Context: an optimization exercise on an open-source flow, tuned for a short achievable clock period and few clock cycles. The choices shown serve that exercise and are no tape-out recipe.
Function was checked by simulation only, so behaviour that the tests miss may differ from the original.
Power figures rest on the tool's default switching activity, not on a simulated workload.

==> design/flow/config.mk <==
export PLATFORM = sky130hd
export DESIGN_NAME = cache_top
export DESIGN_NICKNAME = cache_top
export VERILOG_FILES = /design/flow/design.v
export SDC_FILE = /design/flow/constraint.sdc
export NUM_CORES = 4
export LEC_CHECK = 0
export ABC_CLOCK_PERIOD_IN_PS = 2500
export CAP_MARGIN = 20
export CELL_PAD_IN_SITES_DETAIL_PLACEMENT = 1
export CELL_PAD_IN_SITES_GLOBAL_PLACEMENT = 2
export CORE_MARGIN = 2
export CORE_UTILIZATION = 35
export SETUP_SLACK_MARGIN = 3.0
export SLEW_MARGIN = 20
export TNS_END_PERCENT = 100
==> design/flow/constraint.sdc <==
create_clock -name core_clock -period 6.0 [get_ports {clk_i}]
set_input_delay 1.2000 -clock core_clock [delete_from_list [all_inputs] [get_ports {clk_i}]]
set_output_delay 1.2000 -clock core_clock [all_outputs]
set_load 0.01 [all_outputs]
==> design/flow/design.v <==
`default_nettype none
package cache_pkg;
    localparam int XLEN = 32;
    localparam int OFFSET_BITS = 2;
    typedef logic [XLEN-1:0] word_t;
    typedef enum logic [2:0] {
        IDLE,
        LOOKUP,
        WRITEBACK,
        FILL,
        DONE
    } cache_state_e;
    typedef enum logic {
        WAY0 = 1'b0,
        WAY1 = 1'b1
    } way_e;
endpackage
`default_nettype wire
`default_nettype none
`default_nettype wire
`default_nettype none
`default_nettype wire
`timescale 1ns/1ps
`default_nettype none
module cache_top #(
    parameter int SET_BITS = 4
) (
    input  wire logic             clk_i,
    input  wire logic             rst_i,
    input  wire logic             read_i,
    input  wire logic             write_i,
    input  wire cache_pkg::word_t address_i,
    input  wire cache_pkg::word_t writedata_i,
    output cache_pkg::word_t      readdata_o,
    output logic                  stb_o,
    output logic                  busy_o,
    input  wire cache_pkg::word_t mem_readdata_i,
    input  wire logic             mem_ack_i,
    output cache_pkg::word_t      mem_address_o,
    output cache_pkg::word_t      mem_writedata_o,
    output logic                  mem_read_o,
    output logic                  mem_write_o
);
    localparam int SETS     = 1 << SET_BITS;
    localparam int OFF      = cache_pkg::OFFSET_BITS;
    localparam int TAG_BITS = cache_pkg::XLEN - SET_BITS - OFF;
    localparam int MQD      = 16;   
    localparam int RQD      = 32;   
    localparam int IDW      = 4;    
    localparam int RCW      = 6;    
    typedef logic [TAG_BITS-1:0] tag_t;
    typedef logic [31:0]         word_t;
    logic [SETS-1:0] valid0_q, valid1_q, dirty0_q, dirty1_q, pend0_q, pend1_q, lru_q;
    tag_t            tag0_q  [SETS];
    tag_t            tag1_q  [SETS];
    word_t           data0_q [SETS];
    word_t           data1_q [SETS];
    logic [IDW-1:0]  pid0_q  [SETS];
    logic [IDW-1:0]  pid1_q  [SETS];
    logic [IDW-1:0]  nid_q;
    logic            s1_v_q, s1_rd_q;
    word_t           s1_addr_q, s1_wdata_q;
    logic [SETS-1:0] s1_sdec_q, s1_eq0_q, s1_eq1_q;
    logic            s1_same_q;
    logic            busy_q;
    logic            s0_v_q, s0_rd_q;
    word_t           s0_addr_q, s0_wdata_q;
    logic [SETS-1:0] s0_sel0_q, s0_sel1_q;    
    logic [SETS-1:0] s0_hitv_q, s0_wbv_q;     
    logic            s0_hit, s0_way, s0_wb, s0_rmiss, s0_dnew;
    logic [TAG_BITS-1:0] s0_vtag_q;               
    word_t           s0_vdata_q;
    logic [MQD:0]             mq_t_q;     
    logic                     mq_ok_q;    
    logic                     mq_w_q   [MQD];
    word_t                    mq_a_q   [MQD];
    word_t                    mq_d_q   [MQD];
    logic [SET_BITS-1:0]      mq_set_q [MQD];
    logic                     mq_way_q [MQD];
    logic [IDW-1:0]           mq_id_q  [MQD];
    logic                     mem_read_q, mem_write_q;
    word_t                    mem_a_q, mem_d_q;
    word_t                    a0_n, d0_n;
    logic [RQD-1:0]           rq_head_q, rq_tail_q, rq_vld_q;
    logic [RCW-1:0]           rq_cnt_q;
    logic                     rq_ok_q;    
    logic                     rq_wait_q[RQD];
    logic [IDW-1:0]           rq_id_q  [RQD];
    word_t                    rq_d_q   [RQD];
    logic                     stb_q;
    word_t                    readdata_q;
    logic [RQD-1:0]           lf_cap_q;   
    word_t                    lf_d_q;
    tag_t            s0_tag;
    logic [SET_BITS-1:0] s0_set;
    logic            f_go;
    word_t           ldata;
    logic            hp;
    logic [IDW-1:0]  hpid;
    assign s0_tag = s0_addr_q[cache_pkg::XLEN-1 -: TAG_BITS];
    assign s0_set = s0_addr_q[OFF +: SET_BITS];
    assign f_go   = s0_v_q && mq_ok_q && rq_ok_q;
    assign s0_hit   = |s0_hitv_q;
    assign s0_wb    = |s0_wbv_q;
    assign s0_way   = |s0_sel1_q;
    assign s0_rmiss = s0_rd_q && !s0_hit;
    assign s0_dnew  = s0_rd_q ? (s0_hit && |((dirty0_q & s0_sel0_q) | (dirty1_q & s0_sel1_q))) : 1'b1;
    always_comb begin
        ldata = '0;
        hp    = 1'b0;
        hpid  = '0;
        for (int s = 0; s < SETS; s++) begin
            ldata = ldata | (data0_q[s] & {32{s0_sel0_q[s]}})       | (data1_q[s] & {32{s0_sel1_q[s]}});
            hp    = hp    | (pend0_q[s] & s0_sel0_q[s])             | (pend1_q[s] & s0_sel1_q[s]);
            hpid  = hpid  | (pid0_q[s]  & {IDW{s0_sel0_q[s]}})      | (pid1_q[s]  & {IDW{s0_sel1_q[s]}});
        end
    end
    logic            accept, x_from_s1;
    logic            x_rd;
    word_t           x_addr;
    tag_t            in_tag;
    logic [SETS-1:0] in_sdec, in_eq0, in_eq1;
    logic            in_same;
    logic [SETS-1:0] x_sdec, x_eq0, x_eq1;
    logic            x_same;
    logic [SETS-1:0] sh_hit, sh_way, sh_wb, sh_vic;
    tag_t            x_vtag;
    word_t           x_vdata;
    assign accept    = !busy_q && (read_i || write_i);
    assign x_from_s1 = s1_v_q;
    assign in_tag    = address_i[cache_pkg::XLEN-1 -: TAG_BITS];
    assign in_same   = (in_tag == s0_tag);
    always_comb begin
        in_sdec = '0;
        in_sdec[address_i[OFF +: SET_BITS]] = 1'b1;
        for (int s = 0; s < SETS; s++) begin
            in_eq0[s] = (tag0_q[s] == in_tag);
            in_eq1[s] = (tag1_q[s] == in_tag);
        end
    end
    assign x_rd   = x_from_s1 ? s1_rd_q   : read_i;
    assign x_addr = x_from_s1 ? s1_addr_q : address_i;
    assign x_sdec = x_from_s1 ? s1_sdec_q : in_sdec;
    assign x_eq0  = x_from_s1 ? s1_eq0_q  : in_eq0;
    assign x_eq1  = x_from_s1 ? s1_eq1_q  : in_eq1;
    assign x_same = x_from_s1 ? s1_same_q : in_same;
    always_comb begin
        for (int s = 0; s < SETS; s++) begin
            logic fw0, fw1, e0, e1, v0, v1, d0, d1, l, h0, h1, vic;
            fw0 = f_go && s0_sel0_q[s];
            fw1 = f_go && s0_sel1_q[s];
            e0  = fw0 ? x_same : x_eq0[s];
            e1  = fw1 ? x_same : x_eq1[s];
            v0  = valid0_q[s] || fw0;
            v1  = valid1_q[s] || fw1;
            d0  = dirty0_q[s];
            d1  = dirty1_q[s];
            l   = (fw0 || fw1) ? fw0 : lru_q[s];
            h0  = e0 && v0;
            h1  = e1 && v1;
            vic = !v0 ? 1'b0 : (!v1 ? 1'b1 : l);
            sh_hit[s] = h0 || h1;
            sh_way[s] = (h0 || h1) ? h1 : vic;
            sh_wb[s]  = !(h0 || h1) && (vic ? (v1 && d1) : (v0 && d0));
            sh_vic[s] = vic;
        end
    end
    always_comb begin
        x_vtag  = '0;
        x_vdata = '0;
        for (int s = 0; s < SETS; s++) begin
            x_vtag  = x_vtag  | ((sh_vic[s] ? tag1_q[s]  : tag0_q[s])  & {TAG_BITS{x_sdec[s]}});
            x_vdata = x_vdata | ((sh_vic[s] ? data1_q[s] : data0_q[s]) & {32{x_sdec[s]}});
        end
    end
    logic mq_pop, fill;
    assign mq_pop = !mq_t_q[0] && mem_ack_i;
    assign fill   = mq_pop && !mq_w_q[0];
    logic [SETS-1:0] fill0, fill1;
    always_comb begin
        for (int s = 0; s < SETS; s++) begin
            fill0[s] = fill && (mq_set_q[0] == s) && !mq_way_q[0] && pend0_q[s] && (pid0_q[s] == mq_id_q[0]);
            fill1[s] = fill && (mq_set_q[0] == s) &&  mq_way_q[0] && pend1_q[s] && (pid1_q[s] == mq_id_q[0]);
        end
    end
    logic            rq_avail, rq_pop;
    word_t           rq_out;
    logic [RQD-1:0]  rq_cap;
    logic            r_wait;
    logic [RQD-1:0]  rq_capl;
    logic [IDW-1:0]  r_id;
    always_comb begin
        for (int i = 0; i < RQD; i++) begin
            rq_capl[i] = lf_cap_q[i];
            rq_cap[i]  = (fill && rq_wait_q[i] && (rq_id_q[i] == mq_id_q[0])) || rq_capl[i];
        end
    end
    logic  h_rdy;
    word_t h_d;
    always_comb begin
        h_rdy  = 1'b0;
        h_d    = '0;
        for (int i = 0; i < RQD; i++) begin
            h_rdy  = h_rdy  | (rq_head_q[i] & rq_vld_q[i] & !rq_wait_q[i]);
            h_d    = h_d    | (rq_d_q[i] & {32{rq_head_q[i]}});
        end
    end
    assign rq_avail = h_rdy;
    assign rq_pop   = rq_avail;
    assign rq_out   = h_d;
    assign r_wait = s0_rd_q && (s0_rmiss || hp);
    assign r_id   = s0_rmiss ? nid_q : hpid;
    logic [MQD:0] mq_p1, mq_p2;
    assign mq_p1 = mq_pop ? {1'b0, mq_t_q[MQD:1]} : mq_t_q;
    assign mq_p2 = {mq_p1[MQD-1:0], 1'b0};
    always_comb begin
        if (mq_pop ? !mq_t_q[1] : !mq_t_q[0]) begin
            a0_n = mq_pop ? mq_a_q[1] : mq_a_q[0];
            d0_n = mq_pop ? mq_d_q[1] : mq_d_q[0];
        end else begin
            a0_n = s0_wb ? {s0_vtag_q, s0_set, {OFF{1'b0}}} : s0_addr_q;
            d0_n = s0_vdata_q;
        end
    end
    always_ff @(posedge clk_i) begin
        for (int s = 0; s < SETS; s++) begin
            if (fill0[s]) data0_q[s] <= mem_readdata_i;
            if (fill1[s]) data1_q[s] <= mem_readdata_i;
            if (f_go && s0_sel0_q[s]) begin
                tag0_q[s] <= s0_tag;
                if (!s0_rd_q) data0_q[s] <= s0_wdata_q;
                if (s0_rmiss) pid0_q[s] <= nid_q;
            end
            if (f_go && s0_sel1_q[s]) begin
                tag1_q[s] <= s0_tag;
                if (!s0_rd_q) data1_q[s] <= s0_wdata_q;
                if (s0_rmiss) pid1_q[s] <= nid_q;
            end
        end
        if (!s0_v_q || f_go) begin
            s0_rd_q    <= x_rd;
            s0_addr_q  <= x_addr;
            s0_wdata_q <= x_from_s1 ? s1_wdata_q : writedata_i;
            s0_sel0_q  <= x_sdec & ~sh_way;
            s0_sel1_q  <= x_sdec & sh_way;
            s0_hitv_q  <= x_sdec & sh_hit;
            s0_wbv_q   <= x_sdec & sh_wb;
            s0_vtag_q  <= x_vtag;
            s0_vdata_q <= x_vdata;
        end else if (accept) begin
            s1_rd_q    <= read_i;
            s1_addr_q  <= address_i;
            s1_wdata_q <= writedata_i;
            s1_sdec_q  <= in_sdec;
            s1_eq0_q   <= in_eq0;
            s1_eq1_q   <= in_eq1;
            s1_same_q  <= in_same;
        end
        begin
            for (int i = 0; i + 1 < MQD; i++) begin
                if (mq_pop) begin
                    mq_w_q[i]   <= mq_w_q[i+1];
                    mq_a_q[i]   <= mq_a_q[i+1];
                    mq_d_q[i]   <= mq_d_q[i+1];
                    mq_set_q[i] <= mq_set_q[i+1];
                    mq_way_q[i] <= mq_way_q[i+1];
                    mq_id_q[i]  <= mq_id_q[i+1];
                end
            end
            for (int i = 0; i < MQD; i++) begin
                if (f_go && s0_wb && mq_p1[i]) begin
                    mq_w_q[i]   <= 1'b1;
                    mq_a_q[i]   <= {s0_vtag_q, s0_set, {OFF{1'b0}}};
                    mq_d_q[i]   <= s0_vdata_q;
                end else if (f_go && s0_rmiss && (s0_wb ? mq_p2[i] : mq_p1[i])) begin
                    mq_w_q[i]   <= 1'b0;
                    mq_a_q[i]   <= s0_addr_q;
                    mq_set_q[i] <= s0_set;
                    mq_way_q[i] <= s0_way;
                    mq_id_q[i]  <= nid_q;
                end
            end
        end
        begin
            for (int i = 0; i < RQD; i++) begin
                if (rq_cap[i]) begin
                    rq_wait_q[i] <= 1'b0;
                    rq_d_q[i]    <= rq_capl[i] ? lf_d_q : mem_readdata_i;
                end
                if (f_go && rq_tail_q[i]) begin
                    rq_wait_q[i] <= r_wait;
                    rq_d_q[i]    <= ldata;
                    rq_id_q[i]   <= r_id;
                end
            end
        end
        readdata_q <= rq_out;
        mem_a_q <= a0_n;
        mem_d_q <= d0_n;
        lf_d_q  <= mem_readdata_i;
        if (rst_i) begin
            valid0_q    <= '0;
            valid1_q    <= '0;
            dirty0_q    <= '0;
            dirty1_q    <= '0;
            pend0_q     <= '0;
            pend1_q     <= '0;
            lru_q       <= '0;
            s0_v_q      <= 1'b0;
            s1_v_q      <= 1'b0;
            busy_q      <= 1'b0;
            mq_t_q      <= {{MQD{1'b0}}, 1'b1};
            mq_ok_q     <= 1'b1;
            mem_read_q  <= 1'b0;
            mem_write_q <= 1'b0;
            rq_head_q   <= {{(RQD-1){1'b0}}, 1'b1};
            rq_tail_q   <= {{(RQD-1){1'b0}}, 1'b1};
            rq_vld_q    <= '0;
            rq_cnt_q    <= '0;
            rq_ok_q     <= 1'b1;
            stb_q       <= 1'b0;
            lf_cap_q    <= '0;
        end else begin
            for (int i = 0; i < RQD; i++)
                lf_cap_q[i] <= f_go && rq_tail_q[i] && r_wait && fill && (r_id == mq_id_q[0]);
            for (int s = 0; s < SETS; s++) begin
                if (fill0[s]) pend0_q[s] <= 1'b0;
                if (fill1[s]) pend1_q[s] <= 1'b0;
                if (f_go && s0_sel0_q[s]) begin
                    valid0_q[s] <= 1'b1;
                    dirty0_q[s] <= s0_dnew;
                    if (!s0_rd_q || s0_rmiss) pend0_q[s] <= s0_rmiss;
                end
                if (f_go && s0_sel1_q[s]) begin
                    valid1_q[s] <= 1'b1;
                    dirty1_q[s] <= s0_dnew;
                    if (!s0_rd_q || s0_rmiss) pend1_q[s] <= s0_rmiss;
                end
                if (f_go && (s0_sel0_q[s] || s0_sel1_q[s])) lru_q[s] <= s0_sel0_q[s];
            end
            if (f_go && s0_rmiss) nid_q <= nid_q + 1'b1;
            begin
                logic [1:0] occ;
                occ = {1'b0, s0_v_q} + {1'b0, s1_v_q} + {1'b0, accept} - {1'b0, f_go};
                s0_v_q <= (occ != 0);
                s1_v_q <= (occ == 2);
                busy_q <= (occ == 2);
            end
            begin
                logic [MQD:0] n;
                logic         w0;
                n = mq_p1;
                if (f_go && s0_wb)    n = {n[MQD-1:0], 1'b0};
                if (f_go && s0_rmiss) n = {n[MQD-1:0], 1'b0};
                mq_t_q  <= n;
                mq_ok_q <= !(n[MQD] || n[MQD-1]);
                if (mq_pop) w0 = !mq_t_q[1] ? mq_w_q[1] : s0_wb;
                else        w0 = !mq_t_q[0] ? mq_w_q[0] : s0_wb;
                mem_read_q  <= !n[0] && !w0;
                mem_write_q <= !n[0] &&  w0;
            end
            begin
                logic [RCW-1:0] n;
                n = rq_cnt_q + {{(RCW-1){1'b0}}, f_go} - {{(RCW-1){1'b0}}, rq_pop};
                rq_cnt_q <= n;
                rq_ok_q  <= (n < RQD);
                if (f_go)   rq_tail_q <= {rq_tail_q[RQD-2:0], rq_tail_q[RQD-1]};
                if (rq_pop) rq_head_q <= {rq_head_q[RQD-2:0], rq_head_q[RQD-1]};
                for (int i = 0; i < RQD; i++) begin
                    if (rq_pop && rq_head_q[i]) rq_vld_q[i] <= 1'b0;
                    if (f_go && rq_tail_q[i])   rq_vld_q[i] <= 1'b1;
                end
            end
            stb_q <= rq_pop;
        end
    end
    assign busy_o          = busy_q;
    assign stb_o           = stb_q;
    assign readdata_o      = readdata_q;
    assign mem_read_o      = mem_read_q;
    assign mem_write_o     = mem_write_q;
    assign mem_address_o   = mem_a_q;
    assign mem_writedata_o = mem_d_q;
endmodule
`default_nettype wire
==> design/flow/run.sh <==
#!/bin/bash
# synth_recipe.tcl (not shown) runs the flow's synth.tcl, then flattens the netlist and writes it again
# the make line also repeats each setting of config.mk as NAME=value (left out here)
make -C /OpenROAD-flow-scripts/flow DESIGN_CONFIG=/design/flow/config.mk WORK_HOME=/design/flow/orfs CLKGATE_MAP_FILE= SYNTH_SCRIPT=/design/flow/synth_recipe.tcl finish
==> notes.md, run 1 <==
### Placed design
• **routability-driven placement congestion ratio** 0.921
• **half-perimeter wire length of the detailed placement result** 787,000 um
• **worst setup slack after placement** 0.259 ns
• **placed instance count** 31,900
• **Buffers on Ports** 200

### Final layout
• **Final Net Count** 23,700
• **top library cells by usage in the layout, fill and taps aside** nand2_1 (3,819), edfxtp_1 (3,388), mux2i_1 (2,075)
• **fraction of final layout cells sized beyond drive strength 1** 0.186
• **most common library cell in the layout ignoring fill and taps** nand2_1
• **area growth from synthesis to layout** 18.8%
• **number of standard cells in the layout, taps in and fillers out** 33,700
• **Core Util, Final** 0.417

### Timing
• **minimum period implied by the final worst setup slack** 3.16 ns
• **tightest slew margin relative to the limit** 0.178
• **skew final** 0.0600 ns
• **total of endpoints with negative setup slack in the final report** 0
• **final period utilization** 0.527
• **RSZ-0062 raised after global routing** yes
• **Max Clk Rate** 316 MHz
• **Max Slew Vio Count** 0
• **tightest hold margin** 0.133 ns
• **worst setup margin** 2.84 ns
• **Final Hold Vio Count** 0
• **transition time of the tightest slew-check pin** 1.23 ns

### Synth
• **async set-reset flop share out of synthesis** 0
• **nets in the synthesized netlist** 23,900
• **gate count after technology mapping** 23,800
• **sequential element share of the synthesized area** 0.543
• **Yosys warnings** 16
• **post-synthesis cell type count** 90
• **ys flop type** edfxtp_1
• **cell area after technology mapping** 249,000 um2
• **number of flops mapped to enable cells by yosys** 3,388
• **syn_area_per_cell** 10.5 um2
• **#FFs+latches synth** 5,055

### Detailed routing
• **Wirelength per Cell** 41.0 um
• **vias per cell** 6.20
• **DRC marker count from the first detailed-route iteration** 29,400
• **DR DRC count** 0
• **Post-DRT Antenna Nets** 0
• **Routed Wire Length** 1,380,000 um
• **via count** 209,000
• **number of detailed-routing iterations run before antenna repair** 7

### Setup path
• **most numerous cell on the critical path** buf_12
• **kind of end point of the critical path** flip-flop
• **worst r2r src** s0_sel1_q[14]
• **cell chain of the critical path** buf_4 -> buf_12 -> a22o_1 -> a221oi_1 -> nand4_1 -> nor3_4 -> buf_12 -> o21ai_1
• **launch point of the critical path** s0_sel1_q[14]
• **total buffers and inverters traversed by the critical path** 3
• **Max stage delay on crit path** 0.37 ns
• **Setup crit start kind** flip-flop
• **cell with the biggest individual delay on the critical path** nor3_4
• **CP Class** reg -> reg
• **Critical Path Fanout Max** 37
• **Critical Path RT** 6.86 ns
• **arrival time of the worst setup path** 4.02 ns
• **dominant delay contributor by cell family on the critical path** compound AO/OA/AOI/OAI gates

### Global route
• **global routing usage on met1** 0.497
• **GRT Residual Overflow** 0
• **initial antenna violation count** 119
• **Most Crowded Layer GR** met2
• **wire length of the first global-routing pass** 1,810,000 um
• **global-route total usage across every layer** 0.364
• **via count of the first global-routing pass** 198,000
• **met2 track demand over resource in global routing** 0.554
• **met3 global-route usage** 0.0695
• **maximum number of pins on one net before global-route repair** 88

### Floorplanning
• **starting density of the core** 0.351
• **number of primary I/O pins** 201
• **Horiz. Die Dim** 847 um
• **placeable core area** 708,000 um2
• **floorplan row count** 309
• **Die Span Y** 847 um
• **area of the die** 717,000 um2

### Clock network
• **clock edge transition at the registers on the reported setup and hold paths** 0.06 ns
• **root buffer cell** clkbuf_16
• **CTS tree** yes
• **Clk Latency, worst-skew pair** 1.19 ns
• **worst-case clock buffer depth** 4
• **number of buffers created by CTS** 618
• **H-tree Lvls** 6
• **TritonCTS sink count** 5,055

### Power
• **post-layout total power** 139 mW
• **Power Dens Cells** 471 nW/um2
• **P_leak** 109 nW
• **IR Drop Worst-Case VDD** 328 uV

### Hold path
• **Min-Delay Path Class** in -> reg
• **worst min-delay path startpoint** mem_readdata_i[15]

### Run status
• **result of the run** finished clean

### Flow run
• **MaxCap Viol Count** 0

## stage by stage
step	area (um2)	TNS (ns)
global placement	263000	0
finish	295000	0
CTS	290000	0
global route	295000	0
floorplan	249000	-384.43
detailed placement	263000	0
## synthesized netlist by cell type, types with 365 or more instances
| cell | number | share of area |
|---|---|---|
| a22oi_1 | 749 | 0.023 |
| o21ai_0 | 1504 | 0.030 |
| xor2_1 | 496 | 0.017 |
| mux2_2 | 1148 | 0.052 |
| dfxtp_1 | 1667 | 0.13 |
| buf_2 | 365 | 0.0073 |
| nand2_1 | 3930 | 0.059 |
| a21oi_1 | 1348 | 0.027 |
| xnor2_1 | 628 | 0.022 |
| mux2i_1 | 2272 | 0.091 |
| nor2_1 | 1638 | 0.025 |
| clkbuf_1 | 1683 | 0.025 |
| o22ai_1 | 442 | 0.011 |
| edfxtp_1 | 3388 | 0.41 |
## per-layer routing
| metal | up-vias | part of all wire |
|---|---|---|
| li1 | 85500 | - |
| met1 | 109000 | 0.41 |
| met2 | 11900 | 0.43 |
| met3 | 2901 | 0.096 |
| met4 | 34 | 0.060 |
| met5 | - | 0.00027 |
## sequential cells by signal, indices dropped and copies added (netlist names), 128 cells and up
register / flops
data0_q: 512
data1_q: 512
mq_a_q: 512
mq_d_q: 512
rq_d_q: 1024
rq_id_q: 128
tag0_q: 416
tag1_q: 416
## what timing repair did
item | in CTS | in global routing
hold buffers | 0 | 0
setup endpoints to repair | 5923 | 2745
setup buffers | 289 | 170
cloned | 51 | 57
pin swaps | 108 | 110
resized for setup | 1039 | 465
## final timing paths
check                                endpoint  slack (ns)  depth (start not counted)
worst max-delay path            rq_d_q[1][20]        2.84                          8
worst min-delay path               lf_d_q[15]        0.13                          1
worst max register to register  rq_d_q[1][20]        2.84                          8
worst min register to register  mq_id_q[0][1]        0.46                          2
## kinds of logic (layout without fill, tap and decap cells)
logic type,count (synthesis),in the layout,synth area share
AO/OA/AOI/OAI,4872,4877,0.119
AND/OR/NAND/NOR,6712,6741,0.112
adder cells (fa/ha/maj),15,15,0.000815
flip-flops,5055,5055,0.543
other,0,80,0
multiplexers,3420,3420,0.143
buffers and inverters,2557,2871,0.0421
XOR/XNOR,1124,1124,0.0396
## worst register-to-register path, stage by stage (launching register included)
cell,delay (ns)
edfxtp_1,0.35
buf_4,0.23
buf_12,0.28
a22o_1,0.52
a221oi_1,0.36
nand4_1,0.23
nor3_4,0.37
buf_12,0.24
o21ai_1,0.28
## power by group
group	switching, mW	total [mW]	leakage, nW	internal (mW)
clock network	16.6	38.3	9.78	21.7
logic	33.4	48.8	53.8	15.4
registers	5.96	51.9	45.0	46.0
## area by class of cell
| cell class | instances | area [um2] |
|---|---|---|
| repair buffers | 1601 | 18400 |
| diodes | 80 | 200 |
| inverters | 128 | 527 |
| multi-input cells | 16200 | 109000 |
| clock buffers | 895 | 17700 |
| well taps | 9485 | 11900 |
| fillers | 75200 | 413000 |
| flip-flops and latches | 5055 | 135000 |
| repair inverters | 3 | 41.3 |
| clock inverters | 244 | 2300 |
Testbench counts, summed over its fixed seeds: cycles 12,441.
==> run 2, diff against run 1 <==
--- a/design/flow/config.mk
+++ b/design/flow/config.mk
@@ -11,6 +11,6 @@
 export CELL_PAD_IN_SITES_GLOBAL_PLACEMENT = 2
 export CORE_MARGIN = 2
 export CORE_UTILIZATION = 35
-export SETUP_SLACK_MARGIN = 3.0
+export SETUP_SLACK_MARGIN = 3.2
 export SLEW_MARGIN = 20
 export TNS_END_PERCENT = 100
==> run 2 against run 1 <==
Still clean. Die area unchanged. Register-to-register slack got worse by 0.06 ns. Setup slack got worse by 0.060 ns. Synthesized cell count unchanged. Maximum frequency decreased by 1.9%. First-iteration DRC count increased by 7.9%. Sequential power increased by 0.8%. Clock-buffer cell count decreased by 6. Critical path type unchanged. Critical endpoint is now s0_vtag_q[6]. Largest power group is now combinational logic.
==> notes.md, run 2 <==
### Run status
• **result of the run** finished clean

### Floorplanning
• **floorplan row count** 309, unchanged
• **placeable core area** 708,000 um2, unchanged
• **number of primary I/O pins** 201, unchanged
• **area of the die** 717,000 um2, unchanged
• **Horiz. Die Dim** 847 um, unchanged
• **starting density of the core** 0.351, unchanged
• **Die Span Y** 847 um, unchanged

### Clock network
• **TritonCTS sink count** 5,055, unchanged
• **Clk Latency, worst-skew pair** 1.19 ns, about the same
• **CTS tree** yes
• **worst-case clock buffer depth** 4, unchanged
• **root buffer cell** clkbuf_16
• **clock edge transition at the registers on the reported setup and hold paths** 0.06 ns, about the same
• **H-tree Lvls** 6, unchanged
• **number of buffers created by CTS** 625, +1.1%

### Final layout
• **fill cell total of the finished layout** 74,100, -1.4%
• **most flop-heavy register** rq_d_q
• **Final Net Count** 24,400, +3.0%
• **Largest register FFs** 1,024, unchanged
• **fraction of final layout cells sized beyond drive strength 1** 0.235, +0.0486
• **most common library cell in the layout ignoring fill and taps** nand2_1
• **top library cells by usage in the layout, fill and taps aside** nand2_1 (3,757), edfxtp_1 (3,388), mux2i_1 (1,968)
• **number of standard cells in the layout, taps in and fillers out** 34,400, +2.2%
• **area growth from synthesis to layout** 25.7%

### Placed design
• **routability-driven placement congestion ratio** 0.926, +0.54%
• **Buffers on Ports** 200, unchanged
• **half-perimeter wire length of the detailed placement result** 793,000 um, +0.76%
• **placed instance count** 31,900, +0.019%

### Synth
• **most frequent cells after synthesis** nand2_1 (3,930), edfxtp_1 (3,388), mux2i_1 (2,272), clkbuf_1 (1,683), dfxtp_1 (1,667)
• **library cell occupying the most area in the post-synthesis netlist** edfxtp_1
• **most used standard cell by instance count after synthesis** nand2_1
• **post-synthesis cell type count** 90, unchanged
• **nets in the synthesized netlist** 23,900, unchanged
• **Yosys warnings** 16, unchanged
• **ys flop type** edfxtp_1
• **number of flops mapped to enable cells by yosys** 3,388, unchanged
• **#FFs+latches synth** 5,055, unchanged
• **area share of the leading cell type in the synthesized netlist** 0.409, unchanged
• **async set-reset flop share out of synthesis** 0, unchanged
• **gate count after technology mapping** 23,800, unchanged
• **sequential element share of the synthesized area** 0.543, unchanged
• **cell area after technology mapping** 249,000 um2, unchanged
• **top area cells in the synthesized netlist** edfxtp_1 (41%), dfxtp_1 (13%), mux2i_1 (9.1%)
• **syn_area_per_cell** 10.5 um2, unchanged

### Global route
• **global-route total usage across every layer** 0.383, +0.0189
• **initial antenna violation count** 126, +5.9%
• **maximum number of pins on one net before global-route repair** 128, +45%
• **wire length of the first global-routing pass** 1,890,000 um, +4.6%
• **via count of the first global-routing pass** 204,000, +3.1%
• **GRT Residual Overflow** 0, unchanged

### Detailed routing
• **via count** 218,000, +4.3%
• **Wirelength per Cell** 42.8 um, +4.5%
• **Routed Wire Length** 1,470,000 um, +6.8%
• **vias per cell** 6.33, +2.0%
• **DR DRC count** 0, unchanged
• **number of detailed-routing iterations run before antenna repair** 6, -1
• **Post-DRT Antenna Nets** 0, unchanged
• **DRC marker count from the first detailed-route iteration** 31,700, +7.9%

### Setup path
• **Critical Path Fanout Max** 7, -81%
• **Critical Path RT** 6.91 ns, +0.05 ns
• **Setup crit start kind** flip-flop
• **kind of end point of the critical path** flip-flop
• **CP Class** reg -> reg
• **arrival time of the worst setup path** 4.13 ns, +0.11 ns

### Timing
• **minimum period implied by the final worst setup slack** 3.22 ns, +0.0604 ns
• **total of endpoints with negative setup slack in the final report** 0, unchanged
• **Max Slew Vio Count** 0, unchanged
• **transition time of the tightest slew-check pin** 1.33 ns, +0.0948 ns
• **tightest slew margin relative to the limit** 0.114, -0.0632
• **final period utilization** 0.537, +0.0101
• **Final Hold Vio Count** 0, unchanged
• **Max Clk Rate** 310 MHz, -1.9%
• **RSZ-0062 raised after global routing** yes
• **skew final** 0.0753 ns, +0.0153 ns
• **tightest hold margin** 0.312 ns, +0.179 ns

### Power
• **Power Dens Cells** 467 nW/um2, -0.80%
• **IR Drop Worst-Case VDD** 314 uV, -4.3%
• **P_leak** 115 nW, +5.8%
• **post-layout total power** 146 mW, +5.0%

### Flow run
• **MaxCap Viol Count** 0, unchanged

### Hold path
• **Min-Delay Path Class** in -> reg

run 2: cell count changes in the layout (fill, tap and decap cells not counted), moves of 107 or more:
cell | previous run | this run
buf_4 | 854 | 1005
buf_12 | 284 | 466
buf_6 | 141 | 273
o21ai_0 | 1481 | 1166
buf_16 | 42 | 169
o21ai_1 | 20 | 314
mux2i_1 | 2075 | 1968
run 2: cells by family after synthesis:
kind of cell / Yosys count / synth area share
AO/OA/AOI/OAI: 4872 / 0.119
buffers and inverters: 2557 / 0.0421
flip-flops: 5055 / 0.543
adder cells (fa/ha/maj): 15 / 0.000815
multiplexers: 3420 / 0.143
XOR/XNOR: 1124 / 0.0396
AND/OR/NAND/NOR: 6712 / 0.112
run 2: power by group:
group | internal [mW] | switching, mW | total [mW]
registers | 46.0 | 6.29 | 52.3
clock network | 21.8 | 16.6 | 38.5
logic | 18.9 | 36.2 | 55.2
run 2: layer usage:
| metal | routed length (um) | vias to the layer above | share of wire | track usage |
|---|---|---|---|---|
| li1 | - | 87200 | - | - |
| met1 | 585000 | 113000 | 0.40 | 0.513 |
| met2 | 631000 | 13900 | 0.43 | 0.575 |
| met3 | 154000 | 3703 | 0.10 | 0.0793 |
| met4 | 104000 | 28 | 0.071 | 0.216 |
| met5 | 335 | - | 0.00023 | 0 |
run 2: final timing paths:
path	cells after the start	startpoint	end	slack (ns)
setup / recovery	16	rq_ok_q	s0_vtag_q[6]	2.78
hold / removal	1	mem_readdata_i[12]	lf_d_q[12]	0.31
setup reg to reg	16	rq_ok_q	s0_vtag_q[6]	2.78
hold reg to reg	2	mq_id_q[1][2]	mq_id_q[0][2]	0.40
run 2: layout make-up:
class                      instances  area [um2]  share of cell area
multi-input combinational      16200      115000               0.366
antenna                          115         288            0.000921
clock inverter                   260        2350             0.00751
clock buffer                     889       17700              0.0567
timing repair buffer            2237       29600              0.0946
sequential                      5055      135000               0.433
timing repair inverter             7         108            0.000344
inverter                         128         638             0.00204
tap                             9485       11900              0.0380
run 2: critical path: stages (launching register included):
cell and delay, ns:
dfxtp_4 0.35, nand3_4 0.09, buf_12 0.14, buf_16 0.17
clkinv_16 0.10, nand2_8 0.10, clkinvlp_4 0.10, a21oi_4 0.14
buf_12 0.13, buf_16 0.14, buf_4 0.19, buf_4 0.15
mux2i_4 0.32, o22ai_1 0.17, nor4_4 0.33, buf_4 0.21
nand3_1 0.08
run 2: timing repair:
item / 4_1_cts / 5_1_grt
setup endpoints to repair: 6472 / 3161
gates resized for setup: 2201 / 1404
buffers inserted: 594 / 364
cloned: 183 / 119
pin swaps: 304 / 309
hold buffers: 0 / 0
run 2: per-stage QoR:
stage | utilization | setup TNS, ns | setup slack [ns] | cell area (um2)
after floorplan | - | -384.29 | -3.37 | 249000
after global placement | 0.371 | 0 | 0.0926 | 263000
after detailed placement | 0.371 | -0.00567 | -0.00567 | 263000
after CTS | 0.425 | 0 | 2.84 | 301000
after global routing | 0.441 | 0 | 2.79 | 312000
final | 0.442 | 0 | 2.78 | 313000
==> run 3, diff against run 2 <==
--- a/design/flow/config.mk
+++ b/design/flow/config.mk
@@ -11,6 +11,6 @@
 export CELL_PAD_IN_SITES_GLOBAL_PLACEMENT = 2
 export CORE_MARGIN = 2
 export CORE_UTILIZATION = 35
-export SETUP_SLACK_MARGIN = 3.2
+export SETUP_SLACK_MARGIN = 2.8
 export SLEW_MARGIN = 20
 export TNS_END_PERCENT = 100
==> run 3 against run 2 <==
Still clean on timing, DRC and antenna. Cell count is 3.1% lower. Combinational power is 17% lower. Utilization is 3.4 points lower. Via count is 5.2% lower. Critical path type unchanged. Critical endpoint is now data0_q[3][15]. Largest cell class unchanged. Highest routed layer unchanged.
==> notes.md, run 3 <==
### Hold path
• **worst min-delay path startpoint** address_i[18]
• **Cells on Worst Hold Path** 1, unchanged
• **hold endpoint** s1_addr_q[18]
• **Min-Delay Path Class** in -> reg

### Setup path
• **cell with the biggest individual delay on the critical path** buf_4
• **total buffers and inverters traversed by the critical path** 4, -5
• **CP Class** reg -> reg
• **Critical Path Fanout Max** 42, +35
• **Max stage delay on crit path** 0.54 ns, +0.19 ns
• **Critical Path RT** 7.00 ns, +0.09 ns
• **number of cells on the worst reg-to-reg path** 8, -8
• **dominant delay contributor by cell family on the critical path** buffers and inverters
• **arrival time of the worst setup path** 4.36 ns, +0.23 ns
• **Setup crit start kind** flip-flop
• **most numerous cell on the critical path** buf_4
• **Critical R2R Capture** data0_q[3][15]
• **kind of end point of the critical path** flip-flop
• **cell chain of the critical path** buf_6 -> nand2_1 -> inv_1 -> buf_4 -> nand2_8 -> buf_4 -> nor2_1 -> a21oi_1
• **worst r2r src** s0_sel0_q[3]
• **Reg2Reg Setup Slack** 2.64 ns, -0.13 ns

### Final layout
• **most flop-heavy register** rq_d_q
• **number of standard cells in the layout, taps in and fillers out** 33,400, -3.1%
• **Core Util, Final** 0.408, -0.0337
• **Largest register FFs** 1,024, unchanged
• **fraction of final layout cells sized beyond drive strength 1** 0.164, -0.0712
• **top library cells by usage in the layout, fill and taps aside** nand2_1 (3,824), edfxtp_1 (3,388), mux2i_1 (2,164)
• **most common library cell in the layout ignoring fill and taps** nand2_1
• **final design instance area without fill** 289,000 um2, -7.6%
• **area growth from synthesis to layout** 16.1%
• **Final Net Count** 23,400, -4.1%
• **fill cell total of the finished layout** 75,700, +2.2%

### Clock network
• **clock edge transition at the registers on the reported setup and hold paths** 0.07 ns, about the same
• **Clk Latency, worst-skew pair** 1.18 ns, about the same
• **TritonCTS sink count** 5,055, unchanged
• **number of buffers created by CTS** 621, -0.64%
• **Hold Buf Count CTS** 0, unchanged
• **CTS tree** yes
• **worst-case clock buffer depth** 4, unchanged
• **root buffer cell** clkbuf_16
• **H-tree Lvls** 6, unchanged

### Timing
• **tightest hold margin** 0.320 ns, +0.00744 ns
• **skew final** 0.0957 ns, +0.0204 ns
• **Final Hold Vio Count** 0, unchanged
• **RSZ-0062 raised after global routing** yes
• **Max Slew Vio Count** 0, unchanged
• **minimum period implied by the final worst setup slack** 3.36 ns, +0.135 ns
• **total of endpoints with negative setup slack in the final report** 0, unchanged
• **Max Clk Rate** 298 MHz, -4.0%
• **transition time of the tightest slew-check pin** 1.24 ns, -0.0866 ns
• **tightest slew margin relative to the limit** 0.172, +0.0577
• **Sum Neg Setup Slack** 0 ns, unchanged
• **final period utilization** 0.559, +0.0224
• **worst setup margin** 2.64 ns, -0.135 ns

### Synth
• **number of flops mapped to enable cells by yosys** 3,388, unchanged
• **cell area after technology mapping** 249,000 um2, unchanged
• **Yosys warnings** 16, unchanged
• **#FFs+latches synth** 5,055, unchanged
• **top area cells in the synthesized netlist** edfxtp_1 (41%), dfxtp_1 (13%), mux2i_1 (9.1%)
• **area share of the leading cell type in the synthesized netlist** 0.409, unchanged
• **gate count after technology mapping** 23,800, unchanged
• **most used standard cell by instance count after synthesis** nand2_1
• **most frequent cells after synthesis** nand2_1 (3,930), edfxtp_1 (3,388), mux2i_1 (2,272), clkbuf_1 (1,683), dfxtp_1 (1,667)
• **sequential element share of the synthesized area** 0.543, unchanged
• **library cell occupying the most area in the post-synthesis netlist** edfxtp_1
• **async set-reset flop share out of synthesis** 0, unchanged
• **syn_area_per_cell** 10.5 um2, unchanged
• **nets in the synthesized netlist** 23,900, unchanged
• **ys flop type** edfxtp_1
• **post-synthesis cell type count** 90, unchanged

### Global route
• **global-route total usage across every layer** 0.361, -0.0215
• **maximum number of pins on one net before global-route repair** 87, -32%
• **GRT Residual Overflow** 0, unchanged
• **wire length of the first global-routing pass** 1,790,000 um, -4.9%
• **initial antenna violation count** 104, -17%
• **via count of the first global-routing pass** 198,000, -3.2%

### Power
• **sequential cell fraction of total power** 0.384, +0.026
• **P_leak** 106 nW, -7.7%
• **internal power summed over all cells** 81.1 mW, -6.6%
• **switching share of power** 0.403, -0.00238
• **relative contribution of combinational cells to total power** 0.337, -0.041
• **IR Drop Worst-Case VDD** 337 uV, +7.6%
• **post-layout total power** 136 mW, -6.9%
• **Switch Pwr** 54.7 mW, -7.5%
• **Power Dens Cells** 470 nW/um2, +0.74%
• **clock network power share** 0.279, +0.015

### Detailed routing
• **via count** 207,000, -5.2%
• **vias per cell** 6.19, -2.2%
• **DR DRC count** 0, unchanged
• **Post-DRT Antenna Nets** 0, unchanged
• **Wirelength per Cell** 40.6 um, -5.2%
• **number of detailed-routing iterations run before antenna repair** 6, unchanged
• **DRC marker count from the first detailed-route iteration** 27,600, -13%
• **Routed Wire Length** 1,350,000 um, -8.1%

### Placed design
• **placed instance count** 31,800, -0.14%
• **half-perimeter wire length of the detailed placement result** 792,000 um, -0.18%
• **Buffers on Ports** 200, unchanged
• **standard cell area after detailed placement** 262,000 um2, -0.15%
• **worst setup slack after placement** 0.136 ns, +0.142 ns
• **routability-driven placement congestion ratio** 0.921, -0.56%

### Floorplanning
• **Die Span Y** 847 um, unchanged
• **number of primary I/O pins** 201, unchanged
• **floorplan row count** 309, unchanged
• **starting density of the core** 0.351, unchanged
• **Horiz. Die Dim** 847 um, unchanged
• **area of the die** 717,000 um2, unchanged
• **placeable core area** 708,000 um2, unchanged

### Run status
• **result of the run** finished clean

### Flow run
• **MaxCap Viol Count** 0, unchanged

[run 3: cell counts after synthesis]
Identical to the previous run, type by type.
[run 3: area by class of cell]
class | count | area [um2] | share of cell area
inverters | 128 | 537 | 0.00186
repair buffers | 1303 | 13600 | 0.0472
flip-flops and latches | 5055 | 135000 | 0.469
multi-input cells | 16200 | 107000 | 0.372
well taps | 9485 | 11900 | 0.0411
diodes | 66 | 165 | 0.000572
clock buffers | 887 | 17500 | 0.0607
clock inverters | 261 | 2260 | 0.00782
[run 3: kinds of logic after synthesis]
logic type	after synthesis	share of synthesized area
buffers and inverters	2557	0.0421
XOR/XNOR	1124	0.0396
multiplexers	3420	0.143
AND/OR/NAND/NOR	6712	0.112
flip-flops	5055	0.543
AO/OA/AOI/OAI	4872	0.119
adder cells (fa/ha/maj)	15	0.000815
[run 3: repair_timing]
action                                  4_1_cts  5_1_grt
cloned                                       37       14
pin swaps                                    85       43
buffers inserted                            183       63
resized for setup                           532      245
endpoints found under the hold margin         0        0
endpoints found under the setup margin     5833     1543
[run 3: power by group through the flow]
stage | combinational, mW | sequential, mW | clock (mW)
floorplan | 21.6 | 50.1 | 0
global placement | 40.9 | 52.5 | 0
detailed placement | 41.4 | 52.6 | 0
CTS | 43.5 | 51.8 | 38.3
global route | 46.9 | 52.6 | 39.5
finish | 45.8 | 52.1 | 37.9
[run 3: how the worst max path moves through the flow]
stage                              from        endpoint  slack [ns]  cells past startpoint
after floorplan                  s0_v_q    s1_addr_q[0]       -3.37                      6
after global placement     address_i[2]   s0_vtag_q[11]        0.27                     10
after detailed placement   address_i[2]   s0_vtag_q[11]        0.14                     10
after CTS                       mq_ok_q    s0_vtag_q[2]        2.57                     10
after global routing      rq_wait_q[28]         rq_ok_q        2.64                     14
final                      s0_sel0_q[3]  data0_q[3][15]        2.64                      8
[run 3: layer usage]
layer  vias up  global-route usage  wire [um]
met5         -            0.000198        141
met1    107000               0.494     563000
li1      84900                   -          -
met3      3076              0.0675     123000
met4        22               0.176      82700
met2     11900               0.550     585000
==> run 4, diff against run 3 <==
--- a/design/flow/design.v
+++ b/design/flow/design.v
@@ -68,8 +68,10 @@
     logic [SETS-1:0] s0_sel0_q, s0_sel1_q;    
     logic [SETS-1:0] s0_hitv_q, s0_wbv_q;     
     logic            s0_hit, s0_way, s0_wb, s0_rmiss, s0_dnew;
-    logic [TAG_BITS-1:0] s0_vtag_q;               
-    word_t           s0_vdata_q;
+    tag_t            s0_t0_q, s0_t1_q;
+    word_t           s0_d0_q, s0_d1_q;
+    tag_t            vtag;
+    logic            s0_stale_q;    
     logic [MQD:0]             mq_t_q;     
     logic                     mq_ok_q;    
     logic                     mq_w_q   [MQD];
@@ -99,18 +101,18 @@
     logic [IDW-1:0]  hpid;
     assign s0_tag = s0_addr_q[cache_pkg::XLEN-1 -: TAG_BITS];
     assign s0_set = s0_addr_q[OFF +: SET_BITS];
-    assign f_go   = s0_v_q && mq_ok_q && rq_ok_q;
+    assign f_go   = s0_v_q && !s0_stale_q && mq_ok_q && rq_ok_q;
     assign s0_hit   = |s0_hitv_q;
     assign s0_wb    = |s0_wbv_q;
     assign s0_way   = |s0_sel1_q;
     assign s0_rmiss = s0_rd_q && !s0_hit;
+    assign ldata    = s0_way ? s0_d1_q : s0_d0_q;
+    assign vtag     = s0_way ? s0_t1_q : s0_t0_q;
     assign s0_dnew  = s0_rd_q ? (s0_hit && |((dirty0_q & s0_sel0_q) | (dirty1_q & s0_sel1_q))) : 1'b1;
     always_comb begin
-        ldata = '0;
         hp    = 1'b0;
         hpid  = '0;
         for (int s = 0; s < SETS; s++) begin
-            ldata = ldata | (data0_q[s] & {32{s0_sel0_q[s]}})       | (data1_q[s] & {32{s0_sel1_q[s]}});
             hp    = hp    | (pend0_q[s] & s0_sel0_q[s])             | (pend1_q[s] & s0_sel1_q[s]);
             hpid  = hpid  | (pid0_q[s]  & {IDW{s0_sel0_q[s]}})      | (pid1_q[s]  & {IDW{s0_sel1_q[s]}});
         end
@@ -123,9 +125,7 @@
     logic            in_same;
     logic [SETS-1:0] x_sdec, x_eq0, x_eq1;
     logic            x_same;
-    logic [SETS-1:0] sh_hit, sh_way, sh_wb, sh_vic;
-    tag_t            x_vtag;
-    word_t           x_vdata;
+    logic [SETS-1:0] sh_hit, sh_way, sh_wb;
     assign accept    = !busy_q && (read_i || write_i);
     assign x_from_s1 = s1_v_q;
     assign in_tag    = address_i[cache_pkg::XLEN-1 -: TAG_BITS];
@@ -162,15 +162,6 @@
             sh_hit[s] = h0 || h1;
             sh_way[s] = (h0 || h1) ? h1 : vic;
             sh_wb[s]  = !(h0 || h1) && (vic ? (v1 && d1) : (v0 && d0));
-            sh_vic[s] = vic;
-        end
-    end
-    always_comb begin
-        x_vtag  = '0;
-        x_vdata = '0;
-        for (int s = 0; s < SETS; s++) begin
-            x_vtag  = x_vtag  | ((sh_vic[s] ? tag1_q[s]  : tag0_q[s])  & {TAG_BITS{x_sdec[s]}});
-            x_vdata = x_vdata | ((sh_vic[s] ? data1_q[s] : data0_q[s]) & {32{x_sdec[s]}});
         end
     end
     logic mq_pop, fill;
@@ -218,25 +209,54 @@
             a0_n = mq_pop ? mq_a_q[1] : mq_a_q[0];
             d0_n = mq_pop ? mq_d_q[1] : mq_d_q[0];
         end else begin
-            a0_n = s0_wb ? {s0_vtag_q, s0_set, {OFF{1'b0}}} : s0_addr_q;
-            d0_n = s0_vdata_q;
+            a0_n = s0_wb ? {vtag, s0_set, {OFF{1'b0}}} : s0_addr_q;
+            d0_n = ldata;
+        end
+    end
+    tag_t            tag0_n [SETS];
+    tag_t            tag1_n [SETS];
+    word_t           data0_n[SETS];
+    word_t           data1_n[SETS];
+    word_t           cdata0_n[SETS];
+    word_t           cdata1_n[SETS];
+    logic [SETS-1:0] c_sdec;      
+    tag_t            c_t0, c_t1;
+    word_t           c_d0, c_d1;
+    always_comb begin
+        for (int s = 0; s < SETS; s++) begin
+            tag0_n[s]  = (f_go && s0_sel0_q[s]) ? s0_tag : tag0_q[s];
+            tag1_n[s]  = (f_go && s0_sel1_q[s]) ? s0_tag : tag1_q[s];
+            data0_n[s] = (f_go && s0_sel0_q[s] && !s0_rd_q) ? s0_wdata_q : (fill0[s] ? mem_readdata_i : data0_q[s]);
+            data1_n[s] = (f_go && s0_sel1_q[s] && !s0_rd_q) ? s0_wdata_q : (fill1[s] ? mem_readdata_i : data1_q[s]);
+            cdata0_n[s] = (f_go && s0_sel0_q[s] && !s0_rd_q) ? s0_wdata_q : data0_q[s];
+            cdata1_n[s] = (f_go && s0_sel1_q[s] && !s0_rd_q) ? s0_wdata_q : data1_q[s];
+        end
+        c_sdec = (!s0_v_q || f_go) ? x_sdec : (s0_sel0_q | s0_sel1_q);
+        c_t0 = '0;
+        c_t1 = '0;
+        c_d0 = '0;
+        c_d1 = '0;
+        for (int s = 0; s < SETS; s++) begin
+            c_t0 = c_t0 | (tag0_n[s]  & {TAG_BITS{c_sdec[s]}});
+            c_t1 = c_t1 | (tag1_n[s]  & {TAG_BITS{c_sdec[s]}});
+            c_d0 = c_d0 | (cdata0_n[s] & {32{c_sdec[s]}});
+            c_d1 = c_d1 | (cdata1_n[s] & {32{c_sdec[s]}});
         end
     end
     always_ff @(posedge clk_i) begin
         for (int s = 0; s < SETS; s++) begin
-            if (fill0[s]) data0_q[s] <= mem_readdata_i;
-            if (fill1[s]) data1_q[s] <= mem_readdata_i;
-            if (f_go && s0_sel0_q[s]) begin
-                tag0_q[s] <= s0_tag;
-                if (!s0_rd_q) data0_q[s] <= s0_wdata_q;
-                if (s0_rmiss) pid0_q[s] <= nid_q;
-            end
-            if (f_go && s0_sel1_q[s]) begin
-                tag1_q[s] <= s0_tag;
-                if (!s0_rd_q) data1_q[s] <= s0_wdata_q;
-                if (s0_rmiss) pid1_q[s] <= nid_q;
-            end
-        end
+            tag0_q[s]  <= tag0_n[s];
+            tag1_q[s]  <= tag1_n[s];
+            data0_q[s] <= data0_n[s];
+            data1_q[s] <= data1_n[s];
+            if (f_go && s0_sel0_q[s] && s0_rmiss) pid0_q[s] <= nid_q;
+            if (f_go && s0_sel1_q[s] && s0_rmiss) pid1_q[s] <= nid_q;
+        end
+        s0_t0_q <= c_t0;
+        s0_t1_q <= c_t1;
+        s0_d0_q <= c_d0;
+        s0_d1_q <= c_d1;
+        s0_stale_q <= fill && c_sdec[mq_set_q[0]];
         if (!s0_v_q || f_go) begin
             s0_rd_q    <= x_rd;
             s0_addr_q  <= x_addr;
@@ -245,8 +265,6 @@
             s0_sel1_q  <= x_sdec & sh_way;
             s0_hitv_q  <= x_sdec & sh_hit;
             s0_wbv_q   <= x_sdec & sh_wb;
-            s0_vtag_q  <= x_vtag;
-            s0_vdata_q <= x_vdata;
         end else if (accept) begin
             s1_rd_q    <= read_i;
             s1_addr_q  <= address_i;
@@ -270,8 +288,8 @@
             for (int i = 0; i < MQD; i++) begin
                 if (f_go && s0_wb && mq_p1[i]) begin
                     mq_w_q[i]   <= 1'b1;
-                    mq_a_q[i]   <= {s0_vtag_q, s0_set, {OFF{1'b0}}};
-                    mq_d_q[i]   <= s0_vdata_q;
+                    mq_a_q[i]   <= {vtag, s0_set, {OFF{1'b0}}};
+                    mq_d_q[i]   <= ldata;
                 end else if (f_go && s0_rmiss && (s0_wb ? mq_p2[i] : mq_p1[i])) begin
                     mq_w_q[i]   <= 1'b0;
                     mq_a_q[i]   <= s0_addr_q;
--- a/design/flow/config.mk
+++ b/design/flow/config.mk
@@ -11,6 +11,6 @@
 export CELL_PAD_IN_SITES_GLOBAL_PLACEMENT = 2
 export CORE_MARGIN = 2
 export CORE_UTILIZATION = 35
-export SETUP_SLACK_MARGIN = 2.8
+export SETUP_SLACK_MARGIN = 3.0
 export SLEW_MARGIN = 20
 export TNS_END_PERCENT = 100
==> run 4 against run 3 <==
Still clean. Sequential power is 5.0% lower. Die area shrank 0.36%. Via count rose by 2.3%. Non-clock buffer count is 925 higher. First-iteration DRC count fell by 3.7%. Power grew 10%. Synthesized area shrank 0.36%. Final area increased by 6.1%. Clock skew decreased by 0.033 ns. Largest power group is now combinational logic.
==> notes.md, run 4 <==
### Timing
• **final period utilization** 0.573, +0.0141
• **tightest slew margin relative to the limit** 0.169, -0.00318
• **RSZ-0062 raised after global routing** yes
• **total of endpoints with negative setup slack in the final report** 0, unchanged
• **minimum period implied by the final worst setup slack** 3.44 ns, +0.0845 ns
• **Sum Neg Setup Slack** 0 ns, unchanged
• **skew final** 0.0622 ns, -0.0335 ns
• **Max Slew Vio Count** 0, unchanged
• **Max Clk Rate** 291 MHz, -2.5%
• **transition time of the tightest slew-check pin** 1.21 ns, -0.0299 ns
• **Final Hold Vio Count** 0, unchanged

### Power
• **P_leak** 110 nW, +3.5%
• **IR Drop Worst-Case VDD** 326 uV, -3.4%
• **post-layout total power** 150 mW, +10%
• **Power Dens Cells** 489 nW/um2, +4.0%

### Placed design
• **half-perimeter wire length of the detailed placement result** 798,000 um, +0.74%
• **routability-driven placement congestion ratio** 0.889, -3.4%
• **Buffers on Ports** 200, unchanged

### Setup path
• **CP Class** reg -> reg
• **kind of end point of the critical path** flip-flop
• **dominant delay contributor by cell family on the critical path** simple AND/OR/NAND/NOR gates
• **total buffers and inverters traversed by the critical path** 5, +1
• **arrival time of the worst setup path** 4.48 ns, +0.12 ns
• **Critical Path Fanout Max** 31, -26%
• **cell chain of the critical path** nand4b_4 -> buf_12 -> buf_12 -> clkinv_16 -> buf_16 -> nand2_2 -> buf_8 -> mux2_2 -> a222oi_1 -> nand4_1 -> or4b_1
• **Critical Path RT** 7.04 ns, +0.04 ns
• **Max stage delay on crit path** 0.52 ns, -0.02 ns
• **cell with the biggest individual delay on the critical path** or4b_1
• **most numerous cell on the critical path** buf_12
• **Setup crit start kind** flip-flop

### Detailed routing
• **Wirelength per Cell** 39.3 um, -3.1%
• **DRC marker count from the first detailed-route iteration** 26,600, -3.7%
• **Routed Wire Length** 1,360,000 um, +0.32%
• **vias per cell** 6.11, -1.3%
• **via count** 211,000, +2.3%
• **Post-DRT Antenna Nets** 0, unchanged
• **DR DRC count** 0, unchanged
• **number of detailed-routing iterations run before antenna repair** 6, unchanged

### Final layout
• **total area of multi-input combinational cells** 109,000 um2, +1.5%
• **Core Util, Final** 0.433, +0.0254
• **area growth from synthesis to layout** 23.6%
• **most common library cell in the layout ignoring fill and taps** nand2_1
• **most flop-heavy register** rq_d_q
• **Final Net Count** 24,700, +5.7%
• **top library cells by usage in the layout, fill and taps aside** nand2_1 (4,945), edfxtp_1 (3,522), o21ai_0 (2,420)
• **fill cell total of the finished layout** 75,300, -0.56%
• **sequential cell area** 138,000 um2, +1.8%
• **fraction of final layout cells sized beyond drive strength 1** 0.213, +0.0492
• **Largest register FFs** 1,024, unchanged

### Clock network
• **H-tree Lvls** 6, unchanged
• **CTS tree** yes
• **root buffer cell** clkbuf_16
• **number of buffers created by CTS** 628, +1.1%
• **TritonCTS sink count** 5,114, +1.2%
• **worst-case clock buffer depth** 4, unchanged
• **Clk Latency, worst-skew pair** 1.18 ns, about the same
• **clock edge transition at the registers on the reported setup and hold paths** 0.06 ns, about the same

### Floorplanning
• **number of primary I/O pins** 201, unchanged
• **floorplan row count** 309, unchanged
• **placeable core area** 707,000 um2, -0.16%
• **area of the die** 714,000 um2, -0.36%
• **starting density of the core** 0.350, -0.000697
• **Die Span Y** 845 um, -0.18%
• **Horiz. Die Dim** 845 um, -0.18%

### Synth
• **gate count after technology mapping** 24,100, +1.6%
• **number of flops mapped to enable cells by yosys** 3,522, +4.0%
• **Yosys warnings** 22, +6
• **most frequent cells after synthesis** nand2_1 (5,177), edfxtp_1 (3,522), o21ai_0 (2,659), clkbuf_1 (2,051), dfxtp_1 (1,592)
• **ys flop type** edfxtp_1
• **area share of the leading cell type in the synthesized netlist** 0.427, +0.0177
• **nets in the synthesized netlist** 24,200, +1.5%
• **async set-reset flop share out of synthesis** 0, unchanged
• **post-synthesis cell type count** 89, -1.1%
• **library cell occupying the most area in the post-synthesis netlist** edfxtp_1
• **most used standard cell by instance count after synthesis** nand2_1
• **#FFs+latches synth** 5,114, +1.2%
• **cell area after technology mapping** 248,000 um2, -0.36%
• **sequential element share of the synthesized area** 0.556, +0.0122
• **syn_area_per_cell** 10.3 um2, -1.9%
• **top area cells in the synthesized netlist** edfxtp_1 (43%), dfxtp_1 (13%), nand2_1 (7.8%)

### Global route
• **GRT Residual Overflow** 0, unchanged
• **wire length of the first global-routing pass** 1,770,000 um, -1.5%
• **via count of the first global-routing pass** 200,000, +1.5%
• **global-route total usage across every layer** 0.354, -0.00736
• **maximum number of pins on one net before global-route repair** 111, +28%
• **initial antenna violation count** 137, +32%

### Run status
• **result of the run** finished clean

### Hold path
• **Min-Delay Path Class** in -> reg

### Flow run
• **MaxCap Viol Count** 0, unchanged

run 4: path summary, 6_finish.rpt:
check / from / endpoint / slack (ns) / cells past startpoint
worst min-delay path: address_i[20] / s1_addr_q[20] / 0.46 / 1
worst max-delay path: s0_v_q / s0_t1_q[1] / 2.56 / 11
worst min register to register: lru_q[4] / lru_q[4] / 0.46 / 2
worst max register to register: s0_v_q / s0_t1_q[1] / 2.56 / 11
run 4: timing repair:
item                       4_1_cts  5_1_grt
setup endpoints to repair     7830     3451
hold buffers                     0        0
cloned                         116      126
pin swaps                      260      316
resized for setup             1526     1262
buffers inserted               488      343
run 4: per-layer routing:
metal | routed length, um | track usage | part of all wire | up-vias
li1 | - | - | - | 88000
met2 | 585000 | 0.534 | 0.43 | 10900
met5 | 160 | 0 | 0.00012 | -
met4 | 82800 | 0.162 | 0.061 | 22
met1 | 573000 | 0.498 | 0.42 | 110000
met3 | 117000 | 0.0579 | 0.086 | 2461
run 4: final cells by class:
| type | instances | share of cell area |
|---|---|---|
| sequential | 5114 | 0.450 |
| multi-input combinational | 16500 | 0.356 |
| timing repair buffer | 2228 | 0.0869 |
| clock buffer | 906 | 0.0577 |
| tap | 9330 | 0.0381 |
| clock inverter | 248 | 0.00694 |
| inverter | 173 | 0.00336 |
| antenna | 73 | 0.000597 |
| timing repair inverter | 12 | 0.000380 |
run 4: worst reg2reg max path, cell delays in order, from the launching register on:
cell and delay, ns:
dfxtp_4 0.42, nand4b_4 0.14, buf_12 0.18, buf_12 0.16, clkinv_16 0.13, buf_16 0.27, nand2_2 0.21, buf_8 0.33
mux2_2 0.52, a222oi_1 0.25, nand4_1 0.23, or4b_1 0.52
run 4: report_power, final:
| group | total (mW) | leakage (nW) | switching [mW] | internal [mW] |
|---|---|---|---|---|
| Combinational | 62.1 | 54.8 | 40.4 | 21.7 |
| Sequential | 49.5 | 45.4 | 4.22 | 45.3 |
| Clock | 38.1 | 9.69 | 16.6 | 21.5 |
run 4: kinds of logic after synthesis:
logic type                 share of synthesized area
adders and majority gates                   0.000818
buffers and inverters                         0.0409
xor gates and xnor gates                      0.0398
DFF                                            0.556
muxes                                          0.109
and+or+nand+nor                                0.121
AOI/OAI and AO/OA                              0.133
run 4: per-stage QoR:
step	std cells	setup slack, ns	cell area, um2	hold slack, ns
after global placement	32200	0.273	263000	0.442
after detailed placement	32200	0.594	263000	0.448
after floorplan	24100	2.32	249000	0.426
after CTS	34000	2.54	296000	0.374
final	34500	2.56	306000	0.455
after global routing	34500	2.54	306000	0.416
Testbench counts of run 4, summed over its fixed seeds: cycles 12,518.

==> what the ideal ports hide <==
The results above use ideal ports. As a check the final layouts listed here were re-extracted and re-timed, cells and wires unchanged.
Step 1, drivers: a clkbuf_16 drives clk_i and a buf_2 each remaining input, both assumed.
Step 2 adds t to the input delays and takes it off the output delays; t is the mean of the earliest and latest rising clock arrival at the registers after step 1. Input paths then give back, and output paths get back, about the clock's delay inside the block.
Three values: no drivers, after step 1, after step 2; two values: the first two.
run	t, ns	setup WS [ns]	worst data-port slew with drivers (ns)	cell pins on the clock port's net
run 1	1.314	2.839 / 2.779 / 1.465	0.32	1
run 2	1.313	2.779 / 2.779 / 1.607	0.35	1
run 3	1.288	2.644 / 2.644 / 1.450	0.22	1
run 4	1.293	2.560 / 2.560 / 1.584	0.31	1
After both steps setup and hold are still met in every run listed. For run 1, which loses most, drivers alone change the setup slack by -0.060 ns; drivers and shift together by -1.374 ns.
